Context: an optimization exercise on an open-source flow, tuned for small area and a short achievable clock period. The choices shown serve that exercise and are no tape-out recipe. Only simulation tests tie the RTL to the original design; equivalence was not proved. Power is estimated from default activity; no workload was simulated.

Design xy_frame_sequencer, start of the top module:
module xy_frame_sequencer
#(
   parameter int          DEPTH   = 64,
   parameter int          DWELL   = 2,
   parameter logic [15:0] TIMEOUT = 16'd50000
) (
   input  logic       clk,
   input  logic       reset,
   input  logic       enable,
   input  logic       step,
   input  logic       rx_valid,
   input  logic [7:0] rx_data,
   output logic [7:0] xdac,
   output logic [7:0] ydac,
   output logic       frame_start,
   output logic       loading,
   output logic       load_err
);
   logic       st_c_q, st_x_q, st_y_q, busy_q, err_q;
   logic [5:0] rem_q;           
   logic       last_q;          
   logic       fx_q;            
   logic       cfg_q;           
   logic [15:0] wd_q;           
   logic       hdr, cnt_ok, wr_en;
   logic       ld_done;
   logic [15:0] wdata;
   assign hdr     = (rx_data == dandy_pkg::HDR_BYTE);
   assign cnt_ok  = (rx_data != 8'd0) && (rx_data <= 8'd64);
   assign wr_en   = rx_valid && st_y_q;
   assign wdata   = {wd_q[15:8], rx_data};
   always_ff @(posedge clk)
      if (reset) begin
         st_c_q <= 1'b0;
         st_x_q <= 1'b0;
         st_y_q <= 1'b0;
         busy_q <= 1'b0;
         err_q  <= 1'b0;
      end else if (rx_valid) begin
         st_c_q <= !busy_q && hdr;
         st_x_q <= (st_c_q && cnt_ok) || (st_y_q && !last_q);
         st_y_q <= st_x_q;
         busy_q <= (!busy_q && hdr) || (st_c_q && cnt_ok) || st_x_q || (st_y_q && !last_q);
         if (st_c_q) err_q <= !cnt_ok;
      end
   always_ff @(posedge clk)
  ...
==> flow/config.mk <==
export PLATFORM = sky130hd
export DESIGN_NAME = xy_frame_sequencer
export DESIGN_NICKNAME = xy_frame_sequencer
export VERILOG_FILES = /design/flow/design.v
export SDC_FILE = /design/flow/constraint.sdc
export NUM_CORES = 4
export LEC_CHECK = 0
export CAP_MARGIN = 20
export CORE_MARGIN = 2
export CORE_UTILIZATION = 52
export SLEW_MARGIN = 20
==> flow/constraint.sdc <==
create_clock -name core_clock -period 9.0 [get_ports {clk}]
set_input_delay 1.8000 -clock core_clock [delete_from_list [all_inputs] [get_ports {clk}]]
set_output_delay 1.8000 -clock core_clock [all_outputs]
set_load 0.01 [all_outputs]
standard.sh (not shown) runs the stock make flow with config.mk's settings and CLKGATE_MAP_FILE= SYNTH_SCRIPT=/design/flow/synth_recipe.tcl, a recipe that flattens the netlist after the stock synthesis.
==> flow/flow/run.sh <==
#!/bin/bash
# Standard ORFS layout (the standard.sh) with these changes:
#  - synthesis is the standard synthesis script, except that ABC maps the
#    logic with an area-oriented script (flow/area.abc); registers are not
#    touched by ABC, so they come out as in the standard synthesis;
#  - footprint matching off, so timing repair may resize the port buffers;
#  - port buffers start as buf_2 rather than a delay cell;
#  - setup repair aims at a tighter slack margin;
#  - CTS without dummy loads and with larger sink clusters.
set -euo pipefail
here=$(pwd)
export MY_ABC_SCRIPT=$here/flow/area.abc
{
  head -n 1 synth_recipe.tcl
  cat <<'TCL'
proc abc {args} {
  set i [lsearch -exact $args -script]
  if {$i >= 0} { lset args [expr {$i + 1}] $::env(MY_ABC_SCRIPT) }
  yosys abc {*}$args
}
TCL
  tail -n +2 synth_recipe.tcl
} > area_synth.tcl
bash standard.sh \
  SYNTH_SCRIPT=$here/area_synth.tcl \
  MATCH_CELL_FOOTPRINT=0 \
  SETUP_SLACK_MARGIN=6.05 \
  "BUFFER_PORTS_ARGS=-buffer_cell sky130_fd_sc_hd__buf_2" \
  "CTS_ARGS=-sink_clustering_enable -repair_clock_nets -sink_clustering_size 30 -sink_clustering_max_diameter 80 -buf_list sky130_fd_sc_hd__clkbuf_16 -dont_use_dummy_load" \
  finish > make_finish.log 2>&1
==> flow/flow/area.abc <==
strash
dch -f
amap
topo
The starting point went through all stages and came out clean.
Edit:
--- a/flow/flow/run.sh
+++ b/flow/flow/run.sh
@@ -29 +29 @@
-  "CTS_ARGS=-sink_clustering_enable -repair_clock_nets -sink_clustering_size 30 -sink_clustering_max_diameter 80 -buf_list sky130_fd_sc_hd__clkbuf_16 -dont_use_dummy_load" \
+  "CTS_ARGS=-sink_clustering_enable -repair_clock_nets -sink_clustering_size 28 -sink_clustering_max_diameter 75 -buf_list sky130_fd_sc_hd__clkbuf_16 -dont_use_dummy_load" \
- CORE_UTILIZATION: 52 -> 55
Outcome: The changed run went through all stages and came out clean; worst hold slack gains 0.0085 ns; wire length came out lower by about 1%; clock skew came out lower by 0.013 ns; cell area hardly moves; global-route usage goes up by 0.94 points; clock power went up by 4.5%; sequential cell count is unchanged; area after synthesis stays the same; setup slack gains 0.017 ns; sequential power hardly moves; total power is higher by about 1.3%.

static timing again, ports no longer ideal:
Ports are ideal in the flow. The routed layouts listed here were re-timed in OpenROAD. Step 1 sets driving cells, clkbuf_16 on the clock port and buf_2 on the other inputs (assumed; they add their load-dependent delay and slew). Step 2 adds t to the input delays and takes it off the output delays; t is the mean of the earliest and latest rising clock arrival at the registers after step 1. Input paths then give back, and output paths get back, about the clock's delay inside the block. Three values: ideal ports, drivers, drivers and shift; two values: the first two.
run | t, ns | setup slack, ns | slew at the worst register clock pin (ns) | worst slew at a driven data input, ns | cell pins on the clock port's net
the first run | 0.744 | 5.996 / 5.926 / 5.346 | 0.11 / 0.11 | 0.14 | 1
the second run | 0.755 | 6.013 / 5.943 / 5.398 | 0.10 / 0.10 | 0.12 | 1
After both steps setup and hold are still met in every run listed. The setup slack of the first run, which loses most, moves by -0.070 ns with the drivers and by -0.650 ns with both steps.
